Context: an optimization exercise on an open-source flow, tuned for a short achievable clock period. The choices shown serve that exercise and are no tape-out recipe.
In this exercise RTL edits were held to simulation tests only and were not proved equivalent to the original.
No driver is modelled on the clock port, so clock power and skew are understated where the tree is cut down; a real chip needs a root buffer or a tree.
Power is estimated from default activity; no workload was simulated.

==> inputs of run a <==
Design radar_pulse_controller, start of the top module:
module radar_pulse_controller (
  input  logic                               aclk,
  input  logic                               aresetn,
  input  logic                               chirp_ready,
  input  logic                               chirp_active,
  input  logic                               chirp_done,
  input  logic [radar_pkg::word_w-1:0]       chirp_time_int,
  input  logic [radar_pkg::word_w-1:0]       chirp_time_frac,
  input  logic [radar_pkg::word_w-1:0]       adc_sample_time,
  input  logic [radar_pkg::param_bus_w-1:0]  chirp_parameters_in,
  output logic [radar_pkg::param_bus_w-1:0]  chirp_parameters_out,
  output logic                               chirp_init,
  output logic                               chirp_enable,
  output logic                               adc_enable
);
  logic [1:0] rst_d;
  logic       ok_q;
  logic       recent;
  always_ff @(posedge aclk) begin
    rst_d  <= {rst_d[0], !aresetn};
    ok_q   <= aresetn && !rst_d[0];
    recent <= !aresetn || (|rst_d);
  end
  logic lim_keep;
  logic ld_rv;
  assign lim_keep = !recent;
  assign ld_rv    = rst_d[0];
  logic [radar_pkg::word_w-1:0] ch_counter_max;
  logic [radar_pkg::word_w-1:0] ch_tuning_coef;
  logic [radar_pkg::word_w-1:0] ch_freq_offset;
  logic [radar_pkg::word_w-1:0] ch_ctrl_word;
  logic [radar_pkg::word_w-1:0] prf_int;
  logic [radar_pkg::word_w-1:0] prf_frac;
  logic [radar_pkg::word_w-1:0] adc_count;
  logic [radar_pkg::word_w-1:0] prf_int_mid;
  logic [radar_pkg::word_w-1:0] prf_frac_mid;
  ...
==> flow/config.mk <==
export PLATFORM = sky130hd
export DESIGN_NAME = radar_pulse_controller
export DESIGN_NICKNAME = radar_pulse_controller
export VERILOG_FILES = /design/flow/design.v
export SDC_FILE = /design/flow/constraint.sdc
export NUM_CORES = 4
export LEC_CHECK = 0
export ABC_CLOCK_PERIOD_IN_PS = 1300
export CAP_MARGIN = 20
export CORE_MARGIN = 2
export CORE_UTILIZATION = 60
export CTS_CLUSTER_DIAMETER = 100
export CTS_CLUSTER_SIZE = 30
export SETUP_SLACK_MARGIN = 1.6
export SLEW_MARGIN = 20
==> flow/constraint.sdc <==
create_clock -name core_clock -period 2.9 [get_ports {aclk}]
set_input_delay 0.5800 -clock core_clock [delete_from_list [all_inputs] [get_ports {aclk}]]
set_output_delay 0.5800 -clock core_clock [all_outputs]
set_load 0.01 [all_outputs]
standard.sh (not shown) runs the stock make flow with config.mk's settings and CLKGATE_MAP_FILE= SYNTH_SCRIPT=/design/flow/synth_recipe.tcl, a recipe that flattens the netlist after the stock synthesis.
==> flow/flow/run.sh <==
#!/bin/bash
# Standard layout, with the clock tree of flow/cts_tree.tcl in place of TritonCTS.
# The standard flow's output goes to standard_flow.log; ORFS keeps each step's
# log under orfs/logs.
set -euo pipefail
export PRE_CTS_TCL=$PWD/flow/cts_tree.tcl
export CT_CLOCK_PORT=aclk
export CT_ROOTS=${CT_ROOTS:-4}
export CT_LEAF_SIZE=${CT_LEAF_SIZE:-30}
export CT_ROOT_BUF=${CT_ROOT_BUF:-sky130_fd_sc_hd__inv_16}
export CT_LEAF_BUF=${CT_LEAF_BUF:-sky130_fd_sc_hd__inv_16}
bash standard.sh finish > standard_flow.log 2>&1
Other scripts of this flow, unchanged in this note and not shown: flow/flow/cts_tree.tcl
==> run b: changes against run a <==
--- a/flow/design.v
+++ b/flow/design.v
@@ -64,13 +64,12 @@
   parameter logic [w-1:0] rv = '0,
   parameter int           nl = 1,
   parameter int           nr = 1
 ) (
   input  logic          aclk,
   input  logic          lim_keep,
-  input  logic          ld_rv,
   input  logic [w-1:0]  src,
   input  logic [w-1:0]  src_mid,
   input  logic [nl-1:0] load,
   input  logic [nr-1:0] run,
   output logic          zero,
   output logic          le1
@@ -93,53 +92,40 @@
     if (k == 0) begin : g_first
       assign rv_zp[k] = 1'b1;
     end else begin : g_rest
       assign rv_zp[k] = (rv[k*ch-1:0] == '0);
     end
   end
-  logic [n:1] src_zp;
-  logic       src_hz;
+  logic [n:0] src_zp;
+  assign src_zp[0] = 1'b1;
+  for (genvar k = 0; k < n; k++) begin : g_src_zp
+    assign src_zp[k+1] = src_zp[k] && src_cz[k];
+  end
   always_ff @(posedge aclk) begin
     for (int k = 0; k < n; k++) begin
       src_cz[k] <= (src_mid[k*ch +: ch] == '0);
       src_co[k] <= (src_mid[k*ch +: ch] == ch'(1));
     end
-    for (int k = 1; k <= n; k++) begin
-      src_zp[k] <= ((src_mid & ((w'(1) << (k*ch)) - 1'b1)) == '0);
-    end
-    src_hz <= (src_mid[w-1:ch] == '0);
   end
   always_ff @(posedge aclk) begin
     if (lim_keep) begin
       lim      <= src;
       lim_cz   <= src_cz;
       lim_co   <= src_co;
-      lim_zp   <= {src_zp[n-1:1], 1'b1};
+      lim_zp   <= src_zp[n-1:0];
       lim_zero <= src_zp[n];
-      lim_le1  <= src_hz && (src[ch-1:1] == '0);
+      lim_le1  <= (&src_cz[n-1:1]) && (src[ch-1:1] == '0);
     end else begin
       lim      <= rv;
       lim_cz   <= rv_cz;
       lim_co   <= rv_co;
       lim_zp   <= rv_zp;
       lim_zero <= (rv == '0);
       lim_le1  <= (rv[w-1:1] == '0);
     end
   end
-  logic [w-1:0] ld_val;
-  logic [n-1:0] ld_cz;
-  logic [n-1:0] ld_co;
-  logic [n-1:0] ld_zp;
-  logic         ld_zero;
-  logic         ld_le1;
-  assign ld_val  = ld_rv ? rv    : lim;
-  assign ld_cz   = ld_rv ? rv_cz : lim_cz;
-  assign ld_co   = ld_rv ? rv_co : lim_co;
-  assign ld_zp   = ld_rv ? rv_zp : lim_zp;
-  assign ld_zero = ld_rv ? (rv == '0) : lim_zero;
-  assign ld_le1  = ld_rv ? (rv[w-1:1] == '0) : lim_le1;
   logic [w-1:0] cnt;
   logic [n-1:0] cz;
   logic [n-1:0] co;
   logic [n-1:0] zp;
   logic [n:0]   one_pre;
   assign one_pre[0] = 1'b0;
@@ -159,16 +145,16 @@
       end else begin : g_up
         assign tgl[i] = rn && zp[k] && (cnt[k*ch +: i] == '0);
       end
     end
     always_ff @(posedge aclk) begin
       if (ld) begin
-        cnt[k*ch +: ch] <= ld_val[k*ch +: ch];
-        cz[k]           <= ld_cz[k];
-        co[k]           <= ld_co[k];
-        zp[k]           <= ld_zp[k];
+        cnt[k*ch +: ch] <= lim[k*ch +: ch];
+        cz[k]           <= lim_cz[k];
+        co[k]           <= lim_co[k];
+        zp[k]           <= lim_zp[k];
       end else begin
         cnt[k*ch +: ch] <= cnt[k*ch +: ch] ^ tgl;
         if (rn && zp[k]) begin
           cz[k] <= co[k];
           co[k] <= (cnt[k*ch +: ch] == ch'(2));
         end
@@ -177,26 +163,25 @@
         end
       end
     end
   end
   always_ff @(posedge aclk) begin
     if (load[0]) begin
-      zero <= ld_zero;
-      le1  <= ld_le1;
+      zero <= lim_zero;
+      le1  <= lim_le1;
     end else begin
       zero <= zero || (run[0] && one_pre[n]);
       if (run[0]) begin
         le1 <= (&cz[n-1:1]) && (cnt[ch-1:0] <= ch'(2));
       end
     end
   end
 endmodule
 module pulse_timers (
   input  logic                          aclk,
   input  logic                          lim_keep,
-  input  logic                          ld_rv,
   input  logic [radar_pkg::word_w-1:0]  prf_int,
   input  logic [radar_pkg::word_w-1:0]  prf_frac,
   input  logic [radar_pkg::word_w-1:0]  adc_count,
   input  logic [radar_pkg::word_w-1:0]  prf_int_mid,
   input  logic [radar_pkg::word_w-1:0]  prf_frac_mid,
   input  logic [radar_pkg::word_w-1:0]  adc_count_mid,
@@ -216,24 +201,22 @@
   localparam logic [radar_pkg::word_w-1:0] adc_init = radar_pkg::adc_sample_count_init;
   logic prf_zero, prf_le1;
   logic collect_zero, collect_le1;
   countdown #(.w(radar_pkg::prf_count_w), .ch(4), .rv(prf_init), .nl(4), .nr(1)) prf_i (
     .aclk     (aclk),
     .lim_keep (lim_keep),
-    .ld_rv    (ld_rv),
     .src     ({prf_int, prf_frac}),
     .src_mid ({prf_int_mid, prf_frac_mid}),
     .load    (ld_prf),
     .run     (1'b1),
     .zero    (prf_zero),
     .le1     (prf_le1)
   );
   countdown #(.w(radar_pkg::word_w), .ch(4), .rv(adc_init), .nl(2), .nr(2)) collect_i (
     .aclk     (aclk),
     .lim_keep (lim_keep),
-    .ld_rv    (ld_rv),
     .src     (adc_count),
     .src_mid (adc_count_mid),
     .load    (ld_col),
     .run     (run_col),
     .zero    (collect_zero),
     .le1     (collect_le1)
@@ -357,15 +340,13 @@
   always_ff @(posedge aclk) begin
     rst_d  <= {rst_d[0], !aresetn};
     ok_q   <= aresetn && !rst_d[0];
     recent <= !aresetn || (|rst_d);
   end
   logic lim_keep;
-  logic ld_rv;
-  assign lim_keep = !recent;
-  assign ld_rv    = rst_d[0];
+  assign lim_keep = aresetn && !recent;
   logic [radar_pkg::word_w-1:0] ch_counter_max;
   logic [radar_pkg::word_w-1:0] ch_tuning_coef;
   logic [radar_pkg::word_w-1:0] ch_freq_offset;
   logic [radar_pkg::word_w-1:0] ch_ctrl_word;
   logic [radar_pkg::word_w-1:0] prf_int;
   logic [radar_pkg::word_w-1:0] prf_frac;
@@ -407,13 +388,12 @@
   logic [3:0] ld_prf;
   logic [1:0] ld_col;
   logic [1:0] run_col;
   pulse_timers pulse_timers_i (
     .aclk          (aclk),
     .lim_keep      (lim_keep),
-    .ld_rv         (ld_rv),
     .prf_int       (prf_int),
     .prf_frac      (prf_frac),
     .adc_count     (adc_count),
     .prf_int_mid   (prf_int_mid),
     .prf_frac_mid  (prf_frac_mid),
     .adc_count_mid (adc_count_mid),
==> run c: changes against run a <==
--- a/flow/design.v
+++ b/flow/design.v
@@ -58,25 +58,22 @@
   assign dmid = din_rr;
 endmodule
 `timescale 1ns/1ps
 module countdown #(
   parameter int           w  = 64,
   parameter int           ch = 4,
-  parameter logic [w-1:0] rv = '0,
-  parameter int           nl = 1,
-  parameter int           nr = 1
+  parameter logic [w-1:0] rv = '0
 ) (
-  input  logic          aclk,
-  input  logic          lim_keep,
-  input  logic          ld_rv,
-  input  logic [w-1:0]  src,
-  input  logic [w-1:0]  src_mid,
-  input  logic [nl-1:0] load,
-  input  logic [nr-1:0] run,
-  output logic          zero,
-  output logic          le1
+  input  logic         aclk,
+  input  logic         lim_rst,
+  input  logic [w-1:0] src,
+  input  logic [w-1:0] src_mid,
+  input  logic         load,
+  input  logic         run,
+  output logic         zero,
+  output logic         le1
 );
   localparam int n = w / ch;
   logic [w-1:0] lim;
   logic [n-1:0] lim_cz;
   logic [n-1:0] lim_co;
   logic [n-1:0] lim_zp;
@@ -93,151 +90,130 @@
     if (k == 0) begin : g_first
       assign rv_zp[k] = 1'b1;
     end else begin : g_rest
       assign rv_zp[k] = (rv[k*ch-1:0] == '0);
     end
   end
-  logic [n:1] src_zp;
-  logic       src_hz;
+  logic [n:0] src_zp;
+  assign src_zp[0] = 1'b1;
+  for (genvar k = 0; k < n; k++) begin : g_src_zp
+    assign src_zp[k+1] = src_zp[k] && src_cz[k];
+  end
   always_ff @(posedge aclk) begin
     for (int k = 0; k < n; k++) begin
       src_cz[k] <= (src_mid[k*ch +: ch] == '0);
       src_co[k] <= (src_mid[k*ch +: ch] == ch'(1));
     end
-    for (int k = 1; k <= n; k++) begin
-      src_zp[k] <= ((src_mid & ((w'(1) << (k*ch)) - 1'b1)) == '0);
-    end
-    src_hz <= (src_mid[w-1:ch] == '0);
   end
   always_ff @(posedge aclk) begin
-    if (lim_keep) begin
-      lim      <= src;
-      lim_cz   <= src_cz;
-      lim_co   <= src_co;
-      lim_zp   <= {src_zp[n-1:1], 1'b1};
-      lim_zero <= src_zp[n];
-      lim_le1  <= src_hz && (src[ch-1:1] == '0);
-    end else begin
-      lim      <= rv;
-      lim_cz   <= rv_cz;
-      lim_co   <= rv_co;
-      lim_zp   <= rv_zp;
-      lim_zero <= (rv == '0);
-      lim_le1  <= (rv[w-1:1] == '0);
-    end
+    lim      <= src;
+    lim_cz   <= src_cz;
+    lim_co   <= src_co;
+    lim_zp   <= src_zp[n-1:0];
+    lim_zero <= &src_cz;
+    lim_le1  <= (&src_cz[n-1:1]) && (src[ch-1:1] == '0);
   end
   logic [w-1:0] ld_val;
   logic [n-1:0] ld_cz;
   logic [n-1:0] ld_co;
   logic [n-1:0] ld_zp;
   logic         ld_zero;
   logic         ld_le1;
-  assign ld_val  = ld_rv ? rv    : lim;
-  assign ld_cz   = ld_rv ? rv_cz : lim_cz;
-  assign ld_co   = ld_rv ? rv_co : lim_co;
-  assign ld_zp   = ld_rv ? rv_zp : lim_zp;
-  assign ld_zero = ld_rv ? (rv == '0) : lim_zero;
-  assign ld_le1  = ld_rv ? (rv[w-1:1] == '0) : lim_le1;
+  assign ld_val  = lim_rst ? rv    : lim;
+  assign ld_cz   = lim_rst ? rv_cz : lim_cz;
+  assign ld_co   = lim_rst ? rv_co : lim_co;
+  assign ld_zp   = lim_rst ? rv_zp : lim_zp;
+  assign ld_zero = lim_rst ? (rv == '0) : lim_zero;
+  assign ld_le1  = lim_rst ? (rv[w-1:1] == '0) : lim_le1;
   logic [w-1:0] cnt;
   logic [n-1:0] cz;
   logic [n-1:0] co;
   logic [n-1:0] zp;
   logic [n:0]   one_pre;
+  logic [w-1:0] tgl;
   assign one_pre[0] = 1'b0;
   assign one_pre[1] = co[0];
   for (genvar k = 1; k < n; k++) begin : g_one
     assign one_pre[k+1] = one_pre[k] && cz[k];
   end
-  for (genvar k = 0; k < n; k++) begin : g_chunk
-    logic ld;
-    logic rn;
-    logic [ch-1:0] tgl;
-    assign ld = load[k * nl / n];
-    assign rn = run[k * nr / n];
+  for (genvar k = 0; k < n; k++) begin : g_tgl
     for (genvar i = 0; i < ch; i++) begin : g_bit
       if (i == 0) begin : g_lsb
-        assign tgl[i] = rn && zp[k];
+        assign tgl[k*ch+i] = run && zp[k];
       end else begin : g_up
-        assign tgl[i] = rn && zp[k] && (cnt[k*ch +: i] == '0);
+        assign tgl[k*ch+i] = run && zp[k] && (cnt[k*ch +: i] == '0);
       end
     end
-    always_ff @(posedge aclk) begin
-      if (ld) begin
-        cnt[k*ch +: ch] <= ld_val[k*ch +: ch];
-        cz[k]           <= ld_cz[k];
-        co[k]           <= ld_co[k];
-        zp[k]           <= ld_zp[k];
-      end else begin
-        cnt[k*ch +: ch] <= cnt[k*ch +: ch] ^ tgl;
-        if (rn && zp[k]) begin
+  end
+  always_ff @(posedge aclk) begin
+    if (load) begin
+      cnt  <= ld_val;
+      cz   <= ld_cz;
+      co   <= ld_co;
+      zp   <= ld_zp;
+      zero <= ld_zero;
+      le1  <= ld_le1;
+    end else begin
+      cnt <= cnt ^ tgl;
+      for (int k = 0; k < n; k++) begin
+        if (run && zp[k]) begin
           cz[k] <= co[k];
           co[k] <= (cnt[k*ch +: ch] == ch'(2));
         end
-        if (rn && k > 0) begin
+        if (run && k > 0) begin
           zp[k] <= one_pre[k];
         end
       end
-    end
-  end
-  always_ff @(posedge aclk) begin
-    if (load[0]) begin
-      zero <= ld_zero;
-      le1  <= ld_le1;
-    end else begin
-      zero <= zero || (run[0] && one_pre[n]);
-      if (run[0]) begin
+      zero <= zero || (run && one_pre[n]);
+      if (run) begin
         le1 <= (&cz[n-1:1]) && (cnt[ch-1:0] <= ch'(2));
       end
     end
   end
 endmodule
 module pulse_timers (
   input  logic                          aclk,
-  input  logic                          lim_keep,
-  input  logic                          ld_rv,
+  input  logic                          lim_rst,
   input  logic [radar_pkg::word_w-1:0]  prf_int,
   input  logic [radar_pkg::word_w-1:0]  prf_frac,
   input  logic [radar_pkg::word_w-1:0]  adc_count,
   input  logic [radar_pkg::word_w-1:0]  prf_int_mid,
   input  logic [radar_pkg::word_w-1:0]  prf_frac_mid,
   input  logic [radar_pkg::word_w-1:0]  adc_count_mid,
   input  logic                          st_idle,
-  input  logic [3:0]                    ld_prf,
-  input  logic [1:0]                    ld_col,
-  input  logic [1:0]                    run_col,
+  input  logic                          st_active,
+  input  logic                          st_collect,
   input  logic                          st_process,
   input  logic                          st_overhead,
   output logic                          prf_done,
   output logic                          collect_done,
   output logic                          process_done,
   output logic                          overhead_done
 );
   localparam logic [radar_pkg::prf_count_w-1:0] prf_init =
     {radar_pkg::prf_int_init, radar_pkg::prf_frac_init};
   localparam logic [radar_pkg::word_w-1:0] adc_init = radar_pkg::adc_sample_count_init;
   logic prf_zero, prf_le1;
   logic collect_zero, collect_le1;
-  countdown #(.w(radar_pkg::prf_count_w), .ch(4), .rv(prf_init), .nl(4), .nr(1)) prf_i (
-    .aclk     (aclk),
-    .lim_keep (lim_keep),
-    .ld_rv    (ld_rv),
+  countdown #(.w(radar_pkg::prf_count_w), .ch(4), .rv(prf_init)) prf_i (
+    .aclk    (aclk),
+    .lim_rst (lim_rst),
     .src     ({prf_int, prf_frac}),
     .src_mid ({prf_int_mid, prf_frac_mid}),
-    .load    (ld_prf),
+    .load    (st_idle),
     .run     (1'b1),
     .zero    (prf_zero),
     .le1     (prf_le1)
   );
-  countdown #(.w(radar_pkg::word_w), .ch(4), .rv(adc_init), .nl(2), .nr(2)) collect_i (
-    .aclk     (aclk),
-    .lim_keep (lim_keep),
-    .ld_rv    (ld_rv),
+  countdown #(.w(radar_pkg::word_w), .ch(4), .rv(adc_init)) collect_i (
+    .aclk    (aclk),
+    .lim_rst (lim_rst),
     .src     (adc_count),
     .src_mid (adc_count_mid),
-    .load    (ld_col),
-    .run     (run_col),
+    .load    (st_idle),
+    .run     (st_collect),
     .zero    (collect_zero),
     .le1     (collect_le1)
   );
   assign prf_done     = prf_zero;
   assign collect_done = collect_le1;
   logic [1:0] process_count;
@@ -273,15 +249,12 @@
   output logic                   st_idle,
   output logic                   st_active,
   output logic                   st_chirp,
   output logic                   st_collect,
   output logic                   st_process,
   output logic                   st_overhead,
-  output logic [3:0]             ld_prf,
-  output logic [1:0]             ld_col,
-  output logic [1:0]             run_col,
   output logic                   chirp_init,
   output logic                   chirp_enable,
   output logic                   adc_enable
 );
   always_ff @(posedge aclk) begin
     if (!aresetn) begin
@@ -297,27 +270,12 @@
       st_chirp    <= (st_active && chirp_ready && prf_done) || (st_chirp && !chirp_done);
       st_collect  <= (st_chirp && chirp_done) || (st_collect && !collect_done);
       st_process  <= (st_collect && collect_done) || (st_process && !process_done);
       st_overhead <= (st_process && process_done) || (st_overhead && !overhead_done);
     end
   end
-  always_ff @(posedge aclk) begin
-    if (!aresetn) begin
-      ld_prf  <= '1;
-      ld_col  <= '1;
-      run_col <= '0;
-    end else begin
-      for (int i = 0; i < 4; i++) begin
-        ld_prf[i] <= (ld_prf[i] && !chirp_ready) || (st_overhead && overhead_done);
-      end
-      for (int i = 0; i < 2; i++) begin
-        ld_col[i]  <= (ld_col[i] && !chirp_ready) || (st_overhead && overhead_done);
-        run_col[i] <= (st_chirp && chirp_done) || (run_col[i] && !collect_done);
-      end
-    end
-  end
   logic chirp_first;
   always_ff @(posedge aclk) begin
     if (!aresetn) begin
       chirp_first <= 1'b0;
     end else begin
       chirp_first <= st_active && chirp_ready && prf_done;
@@ -348,24 +306,20 @@
   input  logic [radar_pkg::param_bus_w-1:0]  chirp_parameters_in,
   output logic [radar_pkg::param_bus_w-1:0]  chirp_parameters_out,
   output logic                               chirp_init,
   output logic                               chirp_enable,
   output logic                               adc_enable
 );
-  logic [1:0] rst_d;
+  logic [2:0] rst_d;
   logic       ok_q;
-  logic       recent;
+  logic       lim_rst;
   always_ff @(posedge aclk) begin
-    rst_d  <= {rst_d[0], !aresetn};
-    ok_q   <= aresetn && !rst_d[0];
-    recent <= !aresetn || (|rst_d);
-  end
-  logic lim_keep;
-  logic ld_rv;
-  assign lim_keep = !recent;
-  assign ld_rv    = rst_d[0];
+    rst_d   <= {rst_d[1:0], !aresetn};
+    ok_q    <= aresetn && !rst_d[0];
+    lim_rst <= !aresetn || (|rst_d);
+  end
   logic [radar_pkg::word_w-1:0] ch_counter_max;
   logic [radar_pkg::word_w-1:0] ch_tuning_coef;
   logic [radar_pkg::word_w-1:0] ch_freq_offset;
   logic [radar_pkg::word_w-1:0] ch_ctrl_word;
   logic [radar_pkg::word_w-1:0] prf_int;
   logic [radar_pkg::word_w-1:0] prf_frac;
@@ -401,29 +355,24 @@
   param_sync #(.reset_value(radar_pkg::adc_sample_count_init), .masked(1'b0)) adc_count_sync_i (
     .aclk(aclk), .aresetn(aresetn), .ok_q(ok_q), .din(adc_sample_time), .dout(adc_count),
     .dmid(adc_count_mid)
   );
   logic st_idle, st_active, st_chirp, st_collect, st_process, st_overhead;
   logic prf_done, collect_done, process_done, overhead_done;
-  logic [3:0] ld_prf;
-  logic [1:0] ld_col;
-  logic [1:0] run_col;
   pulse_timers pulse_timers_i (
     .aclk          (aclk),
-    .lim_keep      (lim_keep),
-    .ld_rv         (ld_rv),
+    .lim_rst       (lim_rst),
     .prf_int       (prf_int),
     .prf_frac      (prf_frac),
     .adc_count     (adc_count),
     .prf_int_mid   (prf_int_mid),
     .prf_frac_mid  (prf_frac_mid),
     .adc_count_mid (adc_count_mid),
     .st_idle       (st_idle),
-    .ld_prf        (ld_prf),
-    .ld_col        (ld_col),
-    .run_col       (run_col),
+    .st_active     (st_active),
+    .st_collect    (st_collect),
     .st_process    (st_process),
     .st_overhead   (st_overhead),
     .prf_done      (prf_done),
     .collect_done  (collect_done),
     .process_done  (process_done),
     .overhead_done (overhead_done)
@@ -441,14 +390,11 @@
     .st_idle       (st_idle),
     .st_active     (st_active),
     .st_chirp      (st_chirp),
     .st_collect    (st_collect),
     .st_process    (st_process),
     .st_overhead   (st_overhead),
-    .ld_prf        (ld_prf),
-    .ld_col        (ld_col),
-    .run_col       (run_col),
     .chirp_init    (chirp_init),
     .chirp_enable  (chirp_enable),
     .adc_enable    (adc_enable)
   );
 endmodule
==> Flow_metrics.wiki <==
{| class="wikitable"
! Metric !! Value
|-
| Well-Tap Cells || between 600 and 700
|-
| Met1 demand-to-capacity share in global routing || between 20% and 30%
|-
| Share of the clock period used by the worst path after layout || roughly 52%
|-
| Via/cell ratio || 5.05
|-
| Total number of nets in the final design || around 2900
|-
| Average cell area after synthesis || between 10 and 15 um^2
|-
| Clock Pin Slew Worst Setup and Hold Paths || 0.09 ns
|-
| Synth top area share || between 70% and 80%
|-
| Cell Rows || 80
|-
| Tot Pwr || 23.7 mW
|-
| Status || no timing/DRC/antenna violations
|-
| Critical-path cell with the highest stage delay || sky130_fd_sc_hd__and4_4
|-
| Net switching power figure || 6.04 mW
|-
| Minimum clock period after layout || ~1.5 ns
|-
| Non-clock inverter total of the final layout || 99
|-
| Combinational power || 1.25 mW
|-
| Met2 global-route usage || ~41%
|-
| Startpoint of the worst register-to-register path || prf_frac_sync_i.din_rr[5]$_DFF_P_
|}
Source of the figures above: run a

==> Flow_metrics.wiki <==
{| class="wikitable"
! Metric !! Value
|-
| Critical-path cell with the highest stage delay || sky130_fd_sc_hd__or4_4
|-
| Met2 global-route usage || 39.4%
|-
| Net switching power figure || 5.74 mW
|-
| Synth top area share || 71.7%
|-
| Status || no timing/DRC/antenna violations
|-
| Average cell area after synthesis || 13.3 um^2
|-
| Met1 demand-to-capacity share in global routing || 26.9%
|-
| Tot Pwr || 22.9 mW
|-
| Well-Tap Cells || 615
|-
| Clock Pin Slew Worst Setup and Hold Paths || 0.10 ns
|-
| Non-clock inverter total of the final layout || 96
|-
| Cell Rows || 80
|-
| Combinational power || approximately 1.1 mW
|-
| Startpoint of the worst register-to-register path || recent$_DFF_P_
|}
Source of the figures above: run b

==> Flow_metrics.wiki <==
{| class="wikitable"
! Metric !! Value
|-
| Share of the clock period used by the worst path after layout || 50.4%
|-
| Status || no timing/DRC/antenna violations
|-
| Synth top area share || 74.5%
|-
| Cell Rows || 78
|-
| Clock Pin Slew Worst Setup and Hold Paths || 0.09 ns
|-
| Minimum clock period after layout || between 1 and 1.5 ns
|-
| Well-Tap Cells || 600
|-
| Met1 demand-to-capacity share in global routing || 28.4%
|-
| Net switching power figure || 5.70 mW
|-
| Critical-path cell with the highest stage delay || sky130_fd_sc_hd__dfxtp_4
|-
| Non-clock inverter total of the final layout || 90
|-
| Startpoint of the worst register-to-register path || pulse_sequencer_i.st_idle$_SDFF_PN1_
|-
| Average cell area after synthesis || roughly 14 um^2
|}
Source of the figures above: run c

No run of this note takes its clock network from TritonCTS; it comes from the design's own scripts or RTL.

## static timing again, ports no longer ideal
In the flow no input, the clock included, has a driving cell. The finished layouts below were timed again as built, in two steps.
Step 1 assumes that a clkbuf_16 drives the clock port and a buf_2 every other input.
Step 2 times the ports against the registers' clock, not the clock port: input delays grow and output delays shrink by t, the midpoint of the rising clock arrivals with the driver on.
Slacks: ideal / step 1 / step 2; pairs: ideal / step 1.
run	t (ns)	slack for setup (ns)	cell pins on the clock port's net
run a	0.485	1.378 / 1.372 / 1.378	4
run b	0.473	1.523 / 1.379 / 1.208	4
run c	0.471	1.439 / 1.321 / 1.438	4
After both steps setup and hold are still met in every run listed. The setup slack of run b, which loses most, moves by -0.144 ns with the drivers and by -0.315 ns with both steps.
